This is an optimization exercise on Yosys and OpenROAD, whose aim is small area, a short achievable clock period and few clock cycles per item, not a production implementation. Function was not checked in any run shown here: the RTL went through the layout flow alone.

## flow/design.v (module list and top-level ports; edited modules follow where they fit)
// module cmplx_mult_stream: 3176 lines
module cmplx_mult_stream #(
  parameter int W     = 16,
  parameter int FRAC  = 15,
  parameter int FRAME = 16,
  parameter int ROUND = 1
) (
  input  logic                    clk,
  input  logic                    rst_n,
  input  logic                    clear,
  output logic                    ovf,
  input  logic                    in_valid,
  output logic                    in_ready,
  input  logic signed [W-1:0]     a_re,
  input  logic signed [W-1:0]     a_im,
  input  logic signed [W-1:0]     b_re,
  input  logic signed [W-1:0]     b_im,
  input  logic                    conj_b,
  output logic                    out_valid,
  input  logic                    out_ready,
  output logic signed [W-1:0]     p_re,
  output logic signed [W-1:0]     p_im,
  output logic [$clog2(FRAME)-1:0] p_idx,
  output logic                    p_last
);
  // ...
==> flow/run.sh <==
#!/bin/bash
# synth_recipe.tcl (not shown) runs the flow's synth.tcl, then flattens the netlist and writes it again
# the make line also repeats each setting of config.mk as NAME=value (left out here)
make -C /OpenROAD-flow-scripts/flow DESIGN_CONFIG=/design/flow/config.mk WORK_HOME=/design/flow/orfs CLKGATE_MAP_FILE= SYNTH_SCRIPT=/design/flow/synth_recipe.tcl finish
==> flow/config.mk <==
export PLATFORM = sky130hd
export DESIGN_NAME = cmplx_mult_stream
export DESIGN_NICKNAME = cmplx_mult_stream
export VERILOG_FILES = /design/flow/design.v
export SDC_FILE = /design/flow/constraint.sdc
export NUM_CORES = 4
export LEC_CHECK = 0
export CAP_MARGIN = 20
export CORE_MARGIN = 2
export CORE_UTILIZATION = 40
export SETUP_SLACK_MARGIN = 5
export SLEW_MARGIN = 20
export TNS_END_PERCENT = 0
==> flow/constraint.sdc <==
create_clock -name core_clock -period 8.5 [get_ports {clk}]
set_input_delay 1.7000 -clock core_clock [delete_from_list [all_inputs] [get_ports {clk}]]
set_output_delay 1.7000 -clock core_clock [all_outputs]
set_load 0.01 [all_outputs]
==> flow_summary.json, run 1 <==
{
  "outcome": "no timing/DRC/antenna violations",
  "final-clk-cell-share_pct": 3.37,
  "cts-buffers-inserted": 43,
  "timing.critical_path.cells": "buf_8, a22oi_2, xnor2_2, fa_1, fa_1, inv_1, fa_1, inv_1, fa_1, fa_1",
  "grt_setup_unrepaired": "true",
  "portBuffers": 109,
  "synth_cell_type_count": 56,
  "routed_via_density": 5.68,
  "initial_utilization_pct": 40.4,
  "synth.ff_latch_count": 374,
  "worst_skew_pair_later_pin_latency_ns": 0.60,
  "synth.mux.area_fraction_pct": 1.35,
  "worst_hold_slack_ns": 0.420,
  "hold_path_startpoint": "idx_r[0][2]",
  "detail-route-antenna-nets": 0,
  "share_of_the_clock_period_used_by_the_worst_path_after_layout_pct": 46.7,
  "synth.yosys.seq_area_share_pct": 31.2,
  "maxUsedRoutingLayer": "met5",
  "layout.cells.largest_class": "multi-input gates",
  "critPathLaunchType": "register",
  "post_synth_inst_count": 3224,
  "cts_buffer_depth": 3,
  "hpwlAfterDp_um": 67000,
  "worst_r2r_path_depth": 10,
  "synth_top_cells_by_count": "a22oi_1 (482), inv_1 (441), fa_1 (432)",
  "antenna_cells": 0,
  "avgRoutedWirePerCell_um": 25.0,
  "yosysWarnings": 2,
  "slew_viol_final": 0,
  "layout.nonclk_buf_share_pct": 7.71,
  "synth_top_cell_area_share_pct": 30.5,
  "ys_top_cells_by_area": "edfxtp_1 (31%), fa_1 (24%), a22oi_1 (10%), xor2_1 (7.6%), xnor2_1 (7.1%)"
}
==> inputs of run 2 (changes only) <==
--- a/flow/design.v
+++ b/flow/design.v
@@ -21,17 +21,16 @@
   output logic signed [W-1:0]     p_im,
   output logic [$clog2(FRAME)-1:0] p_idx,
   output logic                    p_last
 );
   logic adv;         
   logic accept;
   logic ov;          
   logic take;
-  logic sv;          
   logic [2:0] vld;    
   assign take   = ov & out_ready;
   assign accept = in_valid & adv;
   logic [3:0] idx_cnt, idx_cur;
   assign idx_cur = clear ? 4'd0 : idx_cnt;
   logic [15:0] ar, ai;
   logic [7:0] br_one, br_two, br_neg, bi_one, bi_two, bi_nre, bi_nim;
   logic [3:0] idx_r [0:2];
@@ -3114,63 +3113,39 @@
   assign im_b = {1'b0, c1754, c1752, c1750, c1748, c1746, c1744, c1742, c1740, c1738, c1736, c1734, c1732, c1730, c1728, c1726, c1724, c1722, c1720, c1718, c1716, c1714, c1712, c1710, c1708, c1706, c1704, c1702, c1700, c1698, c1696, c1694, s1693};
   assign im_sum = im_a + im_b;
   logic im_clip;
   logic [15:0] im_sat;
   assign im_clip = (im_sum[32] != im_sum[31]) || (im_sum[31] != im_sum[30]);
   assign im_sat = im_clip ? {im_sum[32], {15{~im_sum[32]}}} : im_sum[30:15];
   logic res_clip;
   assign res_clip = re_clip | im_clip;
-  logic [17:0] re_val, im_val;
-  assign re_val = re_sum[32:15];
-  assign im_val = im_sum[32:15];
-  logic [17:0] o_re, o_im;
+  logic [15:0] o_re, o_im;
   logic [3:0]  o_idx;
   logic        o_last;
-  logic [17:0] s_re, s_im;
-  logic [3:0]  s_idx;
-  logic        s_clip;
-  logic        out_en;
-  assign out_en = ~ov | out_ready;
+  assign adv = ~ov | out_ready;
   always_ff @(posedge clk) begin
     if (adv) begin
-      s_re <= re_val; s_im <= im_val; s_idx <= idx_r[1]; s_clip <= res_clip;
-    end
-    if (out_en) begin
-      if (sv) begin
-        o_re <= s_re; o_im <= s_im; o_idx <= s_idx; o_last <= (s_idx == 4'd15);
-      end else begin
-        o_re <= re_val; o_im <= im_val; o_idx <= idx_r[1]; o_last <= (idx_r[1] == 4'd15);
-      end
+      o_re <= re_sat; o_im <= im_sat; o_idx <= idx_r[1]; o_last <= (idx_r[1] == 4'd15);
     end
   end
-  logic new_clip;
-  assign new_clip = out_en & (sv ? s_clip : (vld[1] & res_clip));
-  logic in_ready_r;
   always_ff @(posedge clk or negedge rst_n) begin
     if (!rst_n) begin
-      vld <= '0; ov <= 1'b0; sv <= 1'b0; adv <= 1'b1; in_ready_r <= 1'b1;
-      idx_cnt <= '0; ovf <= 1'b0;
+      vld <= '0; ov <= 1'b0; idx_cnt <= '0; ovf <= 1'b0;
     end else begin
       if (adv) begin
         vld[0] <= in_valid;
         vld[1] <= vld[0];
+        ov <= vld[1];
       end
-      if (out_en) ov <= sv | vld[1];
-      sv <= ov & ~out_ready & (sv | vld[1]);
-      adv <= ~(ov & ~out_ready & (sv | vld[1]));
-      in_ready_r <= ~(ov & ~out_ready & (sv | vld[1]));
       if (accept) idx_cnt <= idx_cur + 4'd1;
       else if (clear) idx_cnt <= 4'd0;
-      if (new_clip) ovf <= 1'b1;
+      if (adv & vld[1] & res_clip) ovf <= 1'b1;
       else if (clear) ovf <= 1'b0;
     end
   end
-  assign in_ready = in_ready_r;
-  logic o_re_clip, o_im_clip;
-  assign o_re_clip = (o_re[17] != o_re[16]) || (o_re[16] != o_re[15]);
-  assign o_im_clip = (o_im[17] != o_im[16]) || (o_im[16] != o_im[15]);
-  assign p_re = o_re_clip ? {o_re[17], {15{~o_re[17]}}} : o_re[15:0];
-  assign p_im = o_im_clip ? {o_im[17], {15{~o_im[17]}}} : o_im[15:0];
+  assign in_ready = adv;
   assign out_valid = ov;
+  assign p_re      = o_re;
+  assign p_im      = o_im;
   assign p_idx     = o_idx;
   assign p_last    = o_last;
 endmodule
--- a/flow/config.mk
+++ b/flow/config.mk
@@ -5,9 +5,8 @@
 export SDC_FILE = /design/flow/constraint.sdc
 export NUM_CORES = 4
 export LEC_CHECK = 0
 export CAP_MARGIN = 20
 export CORE_MARGIN = 2
 export CORE_UTILIZATION = 40
 export SETUP_SLACK_MARGIN = 5
 export SLEW_MARGIN = 20
-export TNS_END_PERCENT = 0
==> flow_summary.json, run 2 <==
{
  "htree_levels": 2,
  "timing.critical_path.max_delay_family": "adder cells",
  "syn_nets": 3802,
  "tns_ns": 0,
  "drc_errors": 0,
  "cts-root-buf": "clkbuf_16",
  "worst-endpoint-required_ns": 8.82,
  "synth.ff_latch_count": 327,
  "slowest_stage_delay_cp_ns": 0.55,
  "ys_top_cells_by_area": "edfxtp_1 (28%), fa_1 (25%), a22oi_1 (11%), xor2_1 (7.6%), xnor2_1 (7.5%)",
  "synth_top_cells_by_count": "a22oi_1 (484), inv_1 (471), fa_1 (432)",
  "setup.worst_path.start": "ar[9]",
  "initial_antenna_violation_count": 0,
  "holdBufCountCts": 0,
  "critPathLaunchType": "register",
  "grt_max_degree": 118,
  "post-route-worst-setup-slack_ns": 4.52,
  "first_global_vias": 27578,
  "global_route.usage.total_pct": 26.7,
  "layout.cells.most_common": "inv_1",
  "grt_setup_unrepaired": "true",
  "yosysWarnings": 2,
  "ios": 110,
  "portBuffers": 109,
  "synth_top_cell_area_share_pct": 27.8,
  "timing.fmax_mhz": 251,
  "worst_slew_pin_slew_ns": 0.829,
  "slew_viol_final": 0,
  "worstSetupEndpointType": "register",
  "grt_first_pass_wirelength_um": 178000,
  "detail-route-antenna-nets": 0,
  "gr-total-overflow": 0,
  "clock_edge_transition_at_the_registers_on_the_reported_setup_and_hold_paths_ns": 0.06,
  "fp.dieArea_sq_um": 88600,
  "initial_utilization_pct": 40.5,
  "synth.yosys.seq_area_share_pct": 28.3,
  "chipHeight_um": 298,
  "setup_viol_count_final": 0,
  "gp_congestion": 0.851,
  "worst_hold_path_type": "register to register",
  "crit_top_cell": "fa_2",
  "critical_path_peak_fanout": 8,
  "cp_num_cells": 11,
  "cts-buffers-inserted": 41,
  "post-route-min-period_ns": 3.98,
  "drt_pass1_iterations": 8,
  "timing.critical_path.cells": "buf_12, a22oi_1, xnor2_1, fa_1, inv_1, fa_1, inv_2, fa_2, inv_2, fa_2, fa_2",
  "hold_viol": 0,
  "worst_hold_slack_ns": 0.418,
  "timing.critical_path.buf_inv": 4,
  "worstPathArrival_ns": 4.30,
  "cts_buffer_depth": 3,
  "outcome": "no timing/DRC/antenna violations",
  "worst_r2r_path_depth": 11,
  "critical_path.slowest_cell": "fa_1",
  "rr_endpoint": "r5_1497",
  "num-nets-final": 4009,
  "max-cap-violations": 0,
  "layout_area_overhead_pct": 25.4,
  "avgRoutedWirePerCell_um": 26.5,
  "slew-limit-headroom_pct": 44.7,
  "chipWidth_um": 298,
  "postSynthAreaPerCell_sq_um": 10.8,
  "post-place-ws_ns": 3.57,
  "synth_most_common_cell": "a22oi_1",
  "layout-drive-gt1-share_pct": 23.4,
  "worst_r2r_startpoint": "ar[9]",
  "worst-setup-path-type": "register to register",
  "hpwlAfterDp_um": 67700,
  "num_vias": 26715,
  "synth-async-reset-ratio_pct": 2.45,
  "tritoncts_num_sinks": 327,
  "synth_flop_cell": "edfxtp_1",
  "cts_tree": "built",
  "netlist.top_cell.by_area": "edfxtp_1",
  "layout_common_cells": "inv_1 (432), a22oi_1 (365), fa_1 (348), edfxtp_1 (319), xor2_1 (284)",
  "share_of_the_clock_period_used_by_the_worst_path_after_layout_pct": 46.9,
  "routed_via_density": 5.86,
  "post_synth_inst_count": 3181,
  "worst_setup_path_endpoint": "r5_1497",
  "coreArea_sq_um": 85300,
  "worst_skew_pair_later_pin_latency_ns": 0.61,
  "syn-cell-area_sq_um": 34500,
  "drt-initial-drc-count": 3357,
  "timing.reg2reg.setup_slack_ns": 4.52,
  "floorplan.rows": 107,
  "clock_skew_ns": 0.0453,
  "synth-edff-count": 319,
  "routed_wirelength_um": 121000,
  "synth_cell_type_count": 77
}
[run 2: changes by cell type after synthesis, sizes merged, moves of 12 or more]
| cell | delta |
|---|---|
| a21o | +22 |
| mux2 | -22 |
| inv | +29 |
| nor2 | -16 |
| edfxtp | -45 |
| a21oi | -12 |
| o21ai | +21 |
| nand2 | -21 |
[run 2: cell families (layout without fill, tap and decap cells)]
logic type | after synthesis | after routing | share of synthesized area, %
buffers and inverters | 755 | 990 | 8.29
AO/OA/AOI/OAI | 731 | 731 | 15.3
XOR/XNOR | 594 | 594 | 15.1
adder cells (fa/ha/maj) | 551 | 551 | 29.4
flip-flops | 327 | 327 | 28.3
AND/OR/NAND/NOR | 201 | 202 | 2.88
multiplexers | 22 | 22 | 0.718
other | 0 | 1 | 0
[run 2: cell type report]
type	instances	area, sq um
sequential	327	9780
multi-input combinational	2100	23600
clock inverter	22	293
timing repair buffer	445	5340
inverter	473	1790
fill	7524	42000
antenna	1	2.50
tap	1144	1430
clock buffer	50	1080
[run 2: metrics by stage]
| stage | utilization, % | instances | area, sq um |
|---|---|---|---|
| 4_1_cts | 49.3 | 4497 | 42000 |
| 6_report | 50.7 | 4562 | 43300 |
| 3_5_place_dp | 43.5 | 4244 | 37100 |
| 5_1_grt | 50.7 | 4561 | 43300 |
| 2_1_floorplan | - | 3181 | 35600 |
| 3_3_place_gp | 43.5 | 4244 | 37100 |
[run 2: timing repair]
item,CTS,global route
buffers inserted,153,55
pin swaps,196,114
gates resized for setup,393,140
cloned,28,9
setup endpoints to repair,167,99
[run 2: worst register-to-register path: cells and delay by family (launching register included)]
family          cells  cell delay (ns)
fa+ha+maj           5             2.51
flops               1             0.52
buf+inv             4             0.35
compound gates      1             0.21
xor+xnor            1             0.11
[run 2: metal layers]
metal | share of wire (%) | up-vias | wire [um] | global-route usage (%)
li1 | - | 11113 | - | -
met1 | 38 | 13394 | 45600 | 34.5
met2 | 45 | 1733 | 54100 | 41.3
met3 | 12 | 475 | 14000 | 6.83
met4 | 6.0 | 0 | 7260 | 13.8
met5 | 0 | - | 0 | 0
[run 2: worst min-delay path by stage]
stage | startpoint | end | slack, ns | cells after the start
after floorplan | idx_r[0][0] | idx_r[1][0] | 0.40 | 0
after CTS | idx_r[0][2] | idx_r[1][2] | 0.42 | 0
final | idx_r[0][1] | idx_r[1][1] | 0.42 | 0
after global placement | idx_r[0][3] | idx_r[1][3] | 0.40 | 0
after global routing | idx_r[0][3] | idx_r[1][3] | 0.43 | 0
after detailed placement | idx_r[0][3] | idx_r[1][3] | 0.41 | 0

==> port drivers added, routing unchanged <==
In the flow no input, the clock included, has a driving cell. The finished layouts below were timed again as built, in two steps. Step 1 assumes that a clkbuf_16 drives the clock port and a buf_2 every other input. Step 2 moves the port delays by t, midway between the first and last clock arrival at a register: inputs arrive t later, outputs are due t later. That takes back most of the time a late clock gives input paths. a / b / c = no drivers / after step 1 / after step 2; a / b = the first two.
run	t, ns	setup WS [ns]	worst register clock-pin slew, ns	pins driven straight from the clock port
run 1	0.639	4.534 / 4.534 / 4.534	0.08 / 0.08	1
run 2	0.648	4.517 / 4.517 / 4.517	0.07 / 0.07	1
After both steps setup and hold are still met in every run listed.
